From an optimization exercise on the open Yosys and OpenROAD flow, aimed at small area; shortcuts taken in it are not production practice.
The RTL was checked by simulation tests, not by an equivalence proof against the original design.

==> inputs of job 2061 <==
==> flow/design.v <==
package cordic_pkg;
  localparam int NSTAGES_DEF = 11;
endpackage
module cordic_stage (input logic a, output logic y);
  assign y = a;
endmodule
module cordic
(
  input  logic               clk,
  input  logic               reset,
  input  logic               enable,
  input  logic signed [30:0] i_xval,
  input  logic signed [30:0] i_yval,
  input  logic        [11:0] i_phase,
  output logic signed [31:0] o_xval,
  output logic signed [31:0] o_yval
);
  logic [3:0] cnt;
  always_ff @(posedge clk) begin
    if (reset) cnt <= '0;
    else if (enable && cnt != 4'd12) cnt <= cnt + 4'd1;
  end
  logic [31:0] ax, ay;
  logic [1:0]  aq;
  logic [9:0]  ap;
  logic        qd_x, qd_y;
  assign qd_x = (i_phase[11:10] == 2'd2);
  assign qd_y = (i_phase[11:10] == 2'd1);
  always_ff @(posedge clk) begin
    if (enable) begin
      ax <= {i_xval[30], i_xval} - {31'd0, qd_x};
      ay <= {i_yval[30], i_yval} - {31'd0, qd_y};
      aq <= i_phase[11:10];
      ap <= i_phase[9:0];
    end
  end
  logic        n1;
  logic        mx_x, my_x, c_x, mx_y, my_y, c_y;
  logic [31:0] hx, hy;
  logic signed [15:0] r1, r2;
  assign r1 = {2'b00, ap, 4'b0000} - 16'd8192;
  assign n1 = r1[15];
  assign r2 = n1 ? r1 + 16'sd4836 : r1 - 16'sd4836;
  always_comb begin
    case ({aq, n1})
      3'd0: {mx_x, my_x, c_x} = 3'b011;
      3'd1: {mx_x, my_x, c_x} = 3'b100;
      3'd2: {mx_x, my_x, c_x} = 3'b111;
      3'd3: {mx_x, my_x, c_x} = 3'b000;
      3'd4: {mx_x, my_x, c_x} = 3'b100;
      3'd5: {mx_x, my_x, c_x} = 3'b011;
      3'd6: {mx_x, my_x, c_x} = 3'b000;
      3'd7: {mx_x, my_x, c_x} = 3'b111;
      default: {mx_x, my_x, c_x} = 3'b000;
    endcase
    case (aq)
      2'd0: {mx_y, my_y, c_y} = 3'b000;
      2'd1: {mx_y, my_y, c_y} = 3'b010;
      2'd2: {mx_y, my_y, c_y} = 3'b111;
      2'd3: {mx_y, my_y, c_y} = 3'b101;
      default: {mx_y, my_y, c_y} = 3'b000;
    endcase
  end
  assign hx = (ax ^ {32{mx_x}}) + (ay ^ {32{my_x}}) + {31'd0, c_x};
  assign hy = (ax ^ {32{mx_y}}) + (ay ^ {32{my_y}}) + {31'd0, c_y};
  logic [34:0] xr [1:10];
  logic [34:0] yr [1:10];
  logic        nr [1:10];
  logic [32:0] fx, fy;   
  logic [11:0] rr2;   
  logic [12:0] rr3;   
  logic [10:0] rr4;   
  logic [10:0] rr5;   
  logic [9:0] rr6;   
  logic [7:0] rr7;   
  logic [7:0] rr8;   
  logic [5:0] rr9;   
  logic [4:0] rr10;   
  always_ff @(posedge clk) begin
    if (enable) begin
      xr[1] <= {hx, {3{n1}}};
      yr[1] <= {hy, 3'b000};
      nr[1] <= n1;
      rr2   <= r2[13:2];
    end
  end
  logic signed [13:0] rf2;
  assign rf2 = {rr2, 2'd0};
  logic nn1;
  assign nn1 = rf2[13];
  logic signed [14:0] rn3;
  assign rn3 = nn1 ? rf2 + 15'sd2555 : rf2 - 15'sd2555;
  logic signed [34:0] xq1, yq1;
  logic [34:0] xs1, ys1, xn1, yn1;
  assign xq1 = xr[1];
  assign yq1 = yr[1];
  assign xs1 = xq1 >>> 1;
  assign ys1 = yq1 >>> 1;
  assign xn1 = xr[1] - ys1;
  assign yn1 = yr[1] + xs1 + {34'd0, nr[1]};
  always_ff @(posedge clk) begin
    if (enable) begin
      xr[2] <= xn1 ^ {35{nr[1] ^ nn1}};
      yr[2] <= yn1;
      nr[2] <= nn1;
      rr3 <= rn3[12:0];
    end
  end
  logic signed [12:0] rf3;
  assign rf3 = rr3;
  logic nn2;
  assign nn2 = rf3[12];
  logic signed [13:0] rn4;
  assign rn4 = nn2 ? rf3 + 14'sd1297 : rf3 - 14'sd1297;
  logic signed [34:0] xq2, yq2;
  logic [34:0] xs2, ys2, xn2, yn2;
  assign xq2 = xr[2];
  assign yq2 = yr[2];
  assign xs2 = xq2 >>> 2;
  assign ys2 = yq2 >>> 2;
  assign xn2 = xr[2] - ys2;
  assign yn2 = yr[2] + xs2 + {34'd0, nr[2]};
  always_ff @(posedge clk) begin
    if (enable) begin
      xr[3] <= xn2 ^ {35{nr[2] ^ nn2}};
      yr[3] <= yn2;
      nr[3] <= nn2;
      rr4 <= rn4[11:1];
    end
  end
  logic signed [11:0] rf4;
  assign rf4 = {rr4, 1'd0};
  logic nn3;
  assign nn3 = rf4[11];
  logic signed [12:0] rn5;
  assign rn5 = nn3 ? rf4 + 13'sd651 : rf4 - 13'sd651;
  logic signed [34:0] xq3, yq3;
  logic [34:0] xs3, ys3, xn3, yn3;
  assign xq3 = xr[3];
  assign yq3 = yr[3];
  assign xs3 = xq3 >>> 3;
  assign ys3 = yq3 >>> 3;
  assign xn3 = xr[3] - ys3;
  assign yn3 = yr[3] + xs3 + {34'd0, nr[3]};
  always_ff @(posedge clk) begin
    if (enable) begin
      xr[4] <= xn3 ^ {35{nr[3] ^ nn3}};
      yr[4] <= yn3;
      nr[4] <= nn3;
      rr5 <= rn5[10:0];
    end
  end
  logic signed [10:0] rf5;
  assign rf5 = rr5;
  logic nn4;
  assign nn4 = rf5[10];
  logic signed [11:0] rn6;
  assign rn6 = nn4 ? rf5 + 12'sd326 : rf5 - 12'sd326;
  logic signed [34:0] xq4, yq4;
  logic [34:0] xs4, ys4, xn4, yn4;
  assign xq4 = xr[4];
  assign yq4 = yr[4];
  assign xs4 = xq4 >>> 4;
  assign ys4 = yq4 >>> 4;
  assign xn4 = xr[4] - ys4;
  assign yn4 = yr[4] + xs4 + {34'd0, nr[4]};
  always_ff @(posedge clk) begin
    if (enable) begin
      xr[5] <= xn4 ^ {35{nr[4] ^ nn4}};
      yr[5] <= yn4;
      nr[5] <= nn4;
      rr6 <= rn6[9:0];
    end
  end
  logic signed [9:0] rf6;
  assign rf6 = rr6;
  logic nn5;
  assign nn5 = rf6[9];
  logic signed [10:0] rn7;
  assign rn7 = nn5 ? rf6 + 11'sd163 : rf6 - 11'sd163;
  logic signed [34:0] xq5, yq5;
  logic [34:0] xs5, ys5, xn5, yn5;
  assign xq5 = xr[5];
  assign yq5 = yr[5];
  assign xs5 = xq5 >>> 5;
  assign ys5 = yq5 >>> 5;
  assign xn5 = xr[5] - ys5;
  assign yn5 = yr[5] + xs5 + {34'd0, nr[5]};
  always_ff @(posedge clk) begin
    if (enable) begin
      xr[6] <= xn5 ^ {35{nr[5] ^ nn5}};
      yr[6] <= yn5;
      nr[6] <= nn5;
      rr7 <= rn7[8:1];
    end
  end
  logic signed [8:0] rf7;
  assign rf7 = {rr7, 1'd0};
  logic nn6;
  assign nn6 = rf7[8];
  logic signed [9:0] rn8;
  assign rn8 = nn6 ? rf7 + 10'sd81 : rf7 - 10'sd81;
  logic signed [34:0] xq6, yq6;
  logic [34:0] xs6, ys6, xn6, yn6;
  assign xq6 = xr[6];
  assign yq6 = yr[6];
  assign xs6 = xq6 >>> 6;
  assign ys6 = yq6 >>> 6;
  assign xn6 = xr[6] - ys6;
  assign yn6 = yr[6] + xs6 + {34'd0, nr[6]};
  always_ff @(posedge clk) begin
    if (enable) begin
      xr[7] <= xn6 ^ {35{nr[6] ^ nn6}};
      yr[7] <= yn6;
      nr[7] <= nn6;
      rr8 <= rn8[7:0];
    end
  end
  logic signed [7:0] rf8;
  assign rf8 = rr8;
  logic nn7;
  assign nn7 = rf8[7];
  logic signed [8:0] rn9;
  assign rn9 = nn7 ? rf8 + 9'sd41 : rf8 - 9'sd41;
  logic signed [34:0] xq7, yq7;
  logic [34:0] xs7, ys7, xn7, yn7;
  assign xq7 = xr[7];
  assign yq7 = yr[7];
  assign xs7 = xq7 >>> 7;
  assign ys7 = yq7 >>> 7;
  assign xn7 = xr[7] - ys7;
  assign yn7 = yr[7] + xs7 + {34'd0, nr[7]};
  always_ff @(posedge clk) begin
    if (enable) begin
      xr[8] <= xn7 ^ {35{nr[7] ^ nn7}};
      yr[8] <= yn7;
      nr[8] <= nn7;
      rr9 <= rn9[6:1];
    end
  end
  logic signed [6:0] rf9;
  assign rf9 = {rr9, 1'd0};
  logic nn8;
  assign nn8 = rf9[6];
  logic signed [7:0] rn10;
  assign rn10 = nn8 ? rf9 + 8'sd20 : rf9 - 8'sd20;
  logic signed [34:0] xq8, yq8;
  logic [34:0] xs8, ys8, xn8, yn8;
  assign xq8 = xr[8];
  assign yq8 = yr[8];
  assign xs8 = xq8 >>> 8;
  assign ys8 = yq8 >>> 8;
  assign xn8 = xr[8] - ys8;
  assign yn8 = yr[8] + xs8 + {34'd0, nr[8]};
  always_ff @(posedge clk) begin
    if (enable) begin
      xr[9] <= xn8 ^ {35{nr[8] ^ nn8}};
      yr[9] <= yn8;
      nr[9] <= nn8;
      rr10 <= rn10[5:1];
    end
  end
  logic signed [5:0] rf10;
  assign rf10 = {rr10, 1'd0};
  logic nn9;
  assign nn9 = rf10[5];
  logic signed [34:0] xq9, yq9;
  logic [34:0] xs9, ys9, xn9, yn9;
  assign xq9 = xr[9];
  assign yq9 = yr[9];
  assign xs9 = xq9 >>> 9;
  assign ys9 = yq9 >>> 9;
  assign xn9 = xr[9] - ys9;
  assign yn9 = yr[9] + xs9 + {34'd0, nr[9]};
  always_ff @(posedge clk) begin
    if (enable) begin
      xr[10] <= xn9 ^ {35{nr[9] ^ nn9}};
      yr[10] <= yn9;
      nr[10] <= nn9;
    end
  end
  logic signed [34:0] xq10, yq10;
  logic [34:0] xs10, ys10, xn10, yn10;
  assign xq10 = xr[10];
  assign yq10 = yr[10];
  assign xs10 = xq10 >>> 10;
  assign ys10 = yq10 >>> 10;
  assign xn10 = xr[10] - ys10;
  assign yn10 = yr[10] + xs10 + {34'd0, nr[10]};
  always_ff @(posedge clk) begin
    if (enable) begin
      fx <= xn10[34:2] ^ {33{nr[10]}};
      fy <= yn10[34:2];
    end
  end
  always_ff @(posedge clk) begin
    if (reset) begin
      o_xval <= '0;
      o_yval <= '0;
    end else if (enable) begin
      if (cnt == 4'd12) begin
        o_xval <= fx[32:1] + {31'd0, fx[0]};
        o_yval <= fy[32:1] + {31'd0, fy[0]};
      end else begin
        o_xval <= '0;
        o_yval <= '0;
      end
    end
  end
endmodule
==> flow/run.sh <==
#!/bin/bash
# synth_recipe.tcl (not shown) runs the flow's synth.tcl, then flattens the netlist and writes it again
# the make line also repeats each setting of config.mk as NAME=value (left out here)
make -C /OpenROAD-flow-scripts/flow DESIGN_CONFIG=/design/flow/config.mk WORK_HOME=/design/flow/orfs CLKGATE_MAP_FILE= SYNTH_SCRIPT=/design/flow/synth_recipe.tcl finish
==> flow/config.mk <==
export PLATFORM = sky130hd
export DESIGN_NAME = cordic
export DESIGN_NICKNAME = cordic
export VERILOG_FILES = /design/flow/design.v
export SDC_FILE = /design/flow/constraint.sdc
export NUM_CORES = 4
export LEC_CHECK = 0
export CAP_MARGIN = 20
export CORE_MARGIN = 2
export CORE_UTILIZATION = 40
export SLEW_MARGIN = 20
==> flow/constraint.sdc <==
create_clock -name core_clock -period 5.0 [get_ports {clk}]
set_input_delay 1.0000 -clock core_clock [delete_from_list [all_inputs] [get_ports {clk}]]
set_output_delay 1.0000 -clock core_clock [all_outputs]
set_load 0.01 [all_outputs]
==> job 3481: changes against job 2061 <==
==> flow/design.v, changed modules only <==
module cordic_add #(parameter int N = 35) (
  input  logic [N-1:0] a,
  input  logic [N-1:0] b,
  input  logic         ci,
  output logic [N-1:0] s
);
  logic [N-1:0] p0, g0, G, P;
  integer i, j, l;
  assign p0 = a ^ b;
  assign g0 = a & b;
  always_comb begin
    G = g0;
    P = p0;
    G[0] = g0[0] | (p0[0] & ci);
    for (l = 1; l < N; l = l * 2)
      for (j = 0; j < N; j = j + 1)
        if ((j / l) % 2 == 1) begin
          G[j] = G[j] | (P[j] & G[(j/l)*l-1]);
          P[j] = P[j] & P[(j/l)*l-1];
        end
  end
  assign s = p0 ^ {G[N-2:0], ci};
endmodule
module cordic
(
  input  logic               clk,
  input  logic               reset,
  input  logic               enable,
  input  logic signed [30:0] i_xval,
  input  logic signed [30:0] i_yval,
  input  logic        [11:0] i_phase,
  output logic signed [31:0] o_xval,
  output logic signed [31:0] o_yval
);
  logic [3:0] cnt;
  always_ff @(posedge clk) begin
    if (reset) cnt <= '0;
    else if (enable && cnt != 4'd12) cnt <= cnt + 4'd1;
  end
  logic [31:0] ax, ay;
  logic [1:0]  aq;
  logic [9:0]  ap;
  logic        qd_x, qd_y;
  assign qd_x = (i_phase[11:10] == 2'd2);
  assign qd_y = (i_phase[11:10] == 2'd1);
  always_ff @(posedge clk) begin
    if (enable) begin
      ax <= {i_xval[30], i_xval} - {31'd0, qd_x};
      ay <= {i_yval[30], i_yval} - {31'd0, qd_y};
      aq <= i_phase[11:10];
      ap <= i_phase[9:0];
    end
  end
  logic        n1;
  logic        mx_x, my_x, c_x, mx_y, my_y, c_y;
  logic [31:0] hx, hy;
  logic signed [15:0] r1, r2;
  assign r1 = {2'b00, ap, 4'b0000} - 16'd8192;
  assign n1 = r1[15];
  assign r2 = n1 ? r1 + 16'sd4836 : r1 - 16'sd4836;
  always_comb begin
    case ({aq, n1})
      3'd0: {mx_x, my_x, c_x} = 3'b011;
      3'd1: {mx_x, my_x, c_x} = 3'b100;
      3'd2: {mx_x, my_x, c_x} = 3'b111;
      3'd3: {mx_x, my_x, c_x} = 3'b000;
      3'd4: {mx_x, my_x, c_x} = 3'b100;
      3'd5: {mx_x, my_x, c_x} = 3'b011;
      3'd6: {mx_x, my_x, c_x} = 3'b000;
      3'd7: {mx_x, my_x, c_x} = 3'b111;
      default: {mx_x, my_x, c_x} = 3'b000;
    endcase
    case (aq)
      2'd0: {mx_y, my_y, c_y} = 3'b000;
      2'd1: {mx_y, my_y, c_y} = 3'b010;
      2'd2: {mx_y, my_y, c_y} = 3'b111;
      2'd3: {mx_y, my_y, c_y} = 3'b101;
      default: {mx_y, my_y, c_y} = 3'b000;
    endcase
  end
  assign hx = (ax ^ {32{mx_x}}) + (ay ^ {32{my_x}}) + {31'd0, c_x};
  assign hy = (ax ^ {32{mx_y}}) + (ay ^ {32{my_y}}) + {31'd0, c_y};
  logic [34:0] xr [1:10];
  logic [34:0] yr [1:10];
  logic        nr [1:10];
  logic [32:0] fx, fy;   
  logic [11:0] rr2;   
  logic [12:0] rr3;   
  logic [10:0] rr4;   
  logic [10:0] rr5;   
  logic [9:0] rr6;   
  logic [7:0] rr7;   
  logic [7:0] rr8;   
  logic [5:0] rr9;   
  logic [4:0] rr10;   
  always_ff @(posedge clk) begin
    if (enable) begin
      xr[1] <= {hx, {3{n1}}};
      yr[1] <= {hy, 3'b000};
      nr[1] <= n1;
      rr2   <= r2[13:2];
    end
  end
  logic signed [13:0] rf2;
  assign rf2 = {rr2, 2'd0};
  logic nn1;
  assign nn1 = rf2[13];
  logic signed [14:0] rn3;
  assign rn3 = nn1 ? rf2 + 15'sd2555 : rf2 - 15'sd2555;
  logic signed [34:0] xq1, yq1;
  logic [34:0] xs1, ys1, xn1, yn1;
  assign xq1 = xr[1];
  assign yq1 = yr[1];
  assign xs1 = xq1 >>> 1;
  assign ys1 = yq1 >>> 1;
  cordic_add #(.N(35)) u_ax1 (.a(xr[1]), .b(~ys1), .ci(1'b1), .s(xn1));
  cordic_add #(.N(35)) u_ay1 (.a(yr[1]), .b(xs1), .ci(nr[1]), .s(yn1));
  always_ff @(posedge clk) begin
    if (enable) begin
      xr[2] <= xn1 ^ {35{nr[1] ^ nn1}};
      yr[2] <= yn1;
      nr[2] <= nn1;
      rr3 <= rn3[12:0];
    end
  end
  logic signed [12:0] rf3;
  assign rf3 = rr3;
  logic nn2;
  assign nn2 = rf3[12];
  logic signed [13:0] rn4;
  assign rn4 = nn2 ? rf3 + 14'sd1297 : rf3 - 14'sd1297;
  logic signed [34:0] xq2, yq2;
  logic [34:0] xs2, ys2, xn2, yn2;
  assign xq2 = xr[2];
  assign yq2 = yr[2];
  assign xs2 = xq2 >>> 2;
  assign ys2 = yq2 >>> 2;
  cordic_add #(.N(35)) u_ax2 (.a(xr[2]), .b(~ys2), .ci(1'b1), .s(xn2));
  cordic_add #(.N(35)) u_ay2 (.a(yr[2]), .b(xs2), .ci(nr[2]), .s(yn2));
  always_ff @(posedge clk) begin
    if (enable) begin
      xr[3] <= xn2 ^ {35{nr[2] ^ nn2}};
      yr[3] <= yn2;
      nr[3] <= nn2;
      rr4 <= rn4[11:1];
    end
  end
  logic signed [11:0] rf4;
  assign rf4 = {rr4, 1'd0};
  logic nn3;
  assign nn3 = rf4[11];
  logic signed [12:0] rn5;
  assign rn5 = nn3 ? rf4 + 13'sd651 : rf4 - 13'sd651;
  logic signed [34:0] xq3, yq3;
  logic [34:0] xs3, ys3, xn3, yn3;
  assign xq3 = xr[3];
  assign yq3 = yr[3];
  assign xs3 = xq3 >>> 3;
  assign ys3 = yq3 >>> 3;
  cordic_add #(.N(35)) u_ax3 (.a(xr[3]), .b(~ys3), .ci(1'b1), .s(xn3));
  cordic_add #(.N(35)) u_ay3 (.a(yr[3]), .b(xs3), .ci(nr[3]), .s(yn3));
  always_ff @(posedge clk) begin
    if (enable) begin
      xr[4] <= xn3 ^ {35{nr[3] ^ nn3}};
      yr[4] <= yn3;
      nr[4] <= nn3;
      rr5 <= rn5[10:0];
    end
  end
  logic signed [10:0] rf5;
  assign rf5 = rr5;
  logic nn4;
  assign nn4 = rf5[10];
  logic signed [11:0] rn6;
  assign rn6 = nn4 ? rf5 + 12'sd326 : rf5 - 12'sd326;
  logic signed [34:0] xq4, yq4;
  logic [34:0] xs4, ys4, xn4, yn4;
  assign xq4 = xr[4];
  assign yq4 = yr[4];
  assign xs4 = xq4 >>> 4;
  assign ys4 = yq4 >>> 4;
  cordic_add #(.N(35)) u_ax4 (.a(xr[4]), .b(~ys4), .ci(1'b1), .s(xn4));
  cordic_add #(.N(35)) u_ay4 (.a(yr[4]), .b(xs4), .ci(nr[4]), .s(yn4));
  always_ff @(posedge clk) begin
    if (enable) begin
      xr[5] <= xn4 ^ {35{nr[4] ^ nn4}};
      yr[5] <= yn4;
      nr[5] <= nn4;
      rr6 <= rn6[9:0];
    end
  end
  logic signed [9:0] rf6;
  assign rf6 = rr6;
  logic nn5;
  assign nn5 = rf6[9];
  logic signed [10:0] rn7;
  assign rn7 = nn5 ? rf6 + 11'sd163 : rf6 - 11'sd163;
  logic signed [34:0] xq5, yq5;
  logic [34:0] xs5, ys5, xn5, yn5;
  assign xq5 = xr[5];
  assign yq5 = yr[5];
  assign xs5 = xq5 >>> 5;
  assign ys5 = yq5 >>> 5;
  cordic_add #(.N(35)) u_ax5 (.a(xr[5]), .b(~ys5), .ci(1'b1), .s(xn5));
  cordic_add #(.N(35)) u_ay5 (.a(yr[5]), .b(xs5), .ci(nr[5]), .s(yn5));
  always_ff @(posedge clk) begin
    if (enable) begin
      xr[6] <= xn5 ^ {35{nr[5] ^ nn5}};
      yr[6] <= yn5;
      nr[6] <= nn5;
      rr7 <= rn7[8:1];
    end
  end
  logic signed [8:0] rf7;
  assign rf7 = {rr7, 1'd0};
  logic nn6;
  assign nn6 = rf7[8];
  logic signed [9:0] rn8;
  assign rn8 = nn6 ? rf7 + 10'sd81 : rf7 - 10'sd81;
  logic signed [34:0] xq6, yq6;
  logic [34:0] xs6, ys6, xn6, yn6;
  assign xq6 = xr[6];
  assign yq6 = yr[6];
  assign xs6 = xq6 >>> 6;
  assign ys6 = yq6 >>> 6;
  cordic_add #(.N(35)) u_ax6 (.a(xr[6]), .b(~ys6), .ci(1'b1), .s(xn6));
  cordic_add #(.N(35)) u_ay6 (.a(yr[6]), .b(xs6), .ci(nr[6]), .s(yn6));
  always_ff @(posedge clk) begin
    if (enable) begin
      xr[7] <= xn6 ^ {35{nr[6] ^ nn6}};
      yr[7] <= yn6;
      nr[7] <= nn6;
      rr8 <= rn8[7:0];
    end
  end
  logic signed [7:0] rf8;
  assign rf8 = rr8;
  logic nn7;
  assign nn7 = rf8[7];
  logic signed [8:0] rn9;
  assign rn9 = nn7 ? rf8 + 9'sd41 : rf8 - 9'sd41;
  logic signed [34:0] xq7, yq7;
  logic [34:0] xs7, ys7, xn7, yn7;
  assign xq7 = xr[7];
  assign yq7 = yr[7];
  assign xs7 = xq7 >>> 7;
  assign ys7 = yq7 >>> 7;
  cordic_add #(.N(35)) u_ax7 (.a(xr[7]), .b(~ys7), .ci(1'b1), .s(xn7));
  cordic_add #(.N(35)) u_ay7 (.a(yr[7]), .b(xs7), .ci(nr[7]), .s(yn7));
  always_ff @(posedge clk) begin
    if (enable) begin
      xr[8] <= xn7 ^ {35{nr[7] ^ nn7}};
      yr[8] <= yn7;
      nr[8] <= nn7;
      rr9 <= rn9[6:1];
    end
  end
  logic signed [6:0] rf9;
  assign rf9 = {rr9, 1'd0};
  logic nn8;
  assign nn8 = rf9[6];
  logic signed [7:0] rn10;
  assign rn10 = nn8 ? rf9 + 8'sd20 : rf9 - 8'sd20;
  logic signed [34:0] xq8, yq8;
  logic [34:0] xs8, ys8, xn8, yn8;
  assign xq8 = xr[8];
  assign yq8 = yr[8];
  assign xs8 = xq8 >>> 8;
  assign ys8 = yq8 >>> 8;
  cordic_add #(.N(35)) u_ax8 (.a(xr[8]), .b(~ys8), .ci(1'b1), .s(xn8));
  cordic_add #(.N(35)) u_ay8 (.a(yr[8]), .b(xs8), .ci(nr[8]), .s(yn8));
  always_ff @(posedge clk) begin
    if (enable) begin
      xr[9] <= xn8 ^ {35{nr[8] ^ nn8}};
      yr[9] <= yn8;
      nr[9] <= nn8;
      rr10 <= rn10[5:1];
    end
  end
  logic signed [5:0] rf10;
  assign rf10 = {rr10, 1'd0};
  logic nn9;
  assign nn9 = rf10[5];
  logic signed [34:0] xq9, yq9;
  logic [34:0] xs9, ys9, xn9, yn9;
  assign xq9 = xr[9];
  assign yq9 = yr[9];
  assign xs9 = xq9 >>> 9;
  assign ys9 = yq9 >>> 9;
  cordic_add #(.N(35)) u_ax9 (.a(xr[9]), .b(~ys9), .ci(1'b1), .s(xn9));
  cordic_add #(.N(35)) u_ay9 (.a(yr[9]), .b(xs9), .ci(nr[9]), .s(yn9));
  always_ff @(posedge clk) begin
    if (enable) begin
      xr[10] <= xn9 ^ {35{nr[9] ^ nn9}};
      yr[10] <= yn9;
      nr[10] <= nn9;
    end
  end
  logic signed [34:0] xq10, yq10;
  logic [34:0] xs10, ys10, xn10, yn10;
  assign xq10 = xr[10];
  assign yq10 = yr[10];
  assign xs10 = xq10 >>> 10;
  assign ys10 = yq10 >>> 10;
  cordic_add #(.N(35)) u_ax10 (.a(xr[10]), .b(~ys10), .ci(1'b1), .s(xn10));
  cordic_add #(.N(35)) u_ay10 (.a(yr[10]), .b(xs10), .ci(nr[10]), .s(yn10));
  always_ff @(posedge clk) begin
    if (enable) begin
      fx <= xn10[34:2] ^ {33{nr[10]}};
      fy <= yn10[34:2];
    end
  end
  always_ff @(posedge clk) begin
    if (reset) begin
      o_xval <= '0;
      o_yval <= '0;
    end else if (enable) begin
      if (cnt == 4'd12) begin
        o_xval <= fx[32:1] + {31'd0, fx[0]};
        o_yval <= fy[32:1] + {31'd0, fy[0]};
      end else begin
        o_xval <= '0;
        o_yval <= '0;
      end
    end
  end
endmodule
// module cordic_stage removed
CORE_UTILIZATION = 60   (was 40)
CTS_BUF_LIST = sky130_fd_sc_hd__clkbuf_8   (was default)
==> comparison table <==
Run status: job 3481 timing/DRC/antenna clean; job 2061 timing/DRC/antenna clean
Relative slew slack: job 3481 0.3535; job 2061 0.4034
FMAX: job 3481 217.0 MHz; job 2061 213.8 MHz
Required time worst endpoint: job 3481 5.55 ns; job 2061 5.51 ns
Data arrival at the endpoint of the critical path: job 3481 5.16 ns; job 2061 5.19 ns
Routed wire length: job 3481 140.2 mm; job 2061 178.8 mm
CP Depth: job 3481 15; job 2061 19
Number of buffer and inverter instances along the worst setup path: job 3481 1; job 2061 5
Hold slack final: job 3481 0.5039 ns; job 2061 0.4510 ns
Startpoint of the worst setup timing path: job 3481 ap[9]; job 2061 aq[0]
Fin crit period: job 3481 4.608 ns; job 2061 4.677 ns
First DRT Iteration DRCs: job 3481 1,506; job 2061 1,878
Cell chosen for the clock root: job 3481 clkbuf_8; job 2061 clkbuf_16
Largest net degree at the start of global routing: job 3481 143; job 2061 154
Most frequent standard cell in the layout excluding fill and tap cells: job 3481 edfxtp_1; job 2061 xnor2_1
Buffers, non-clock: job 3481 184; job 2061 195
Hold path startpoint: job 3481 cnt[1]; job 2061 o_yval[31]
Avg Synthesized Cell Area: job 3481 11.16 µm²; job 2061 10.09 µm²
Length in cells of the worst reg-to-reg path: job 3481 15; job 2061 19

static timing again, ports no longer ideal:
In the flow no input, the clock included, has a driving cell. The finished layouts below were timed again as built, in two steps.
Step 1 (the two cells are an assumption about what drives the block):
set clk [get_ports {clk}]
set_driving_cell -lib_cell sky130_fd_sc_hd__clkbuf_16 $clk
set_driving_cell -lib_cell sky130_fd_sc_hd__buf_2 [delete_from_list [all_inputs] $clk]
Step 2, shift: input delay + t, output delay - t, t = (earliest + latest rising clock arrival at the registers) / 2. This alone moves slack from input paths to output paths.
Slacks: ideal / step 1 / step 2; pairs: ideal / step 1.
run | t, ns | slack for setup (ns) | clock arrival spread, ns
job 2061 | 0.826 | 0.323 / 0.323 / 0.323 | 0.047 / 0.047
job 3481 | 0.908 | 0.392 / 0.392 / 0.392 | 0.036 / 0.036
After both steps every run listed still meets setup and hold.
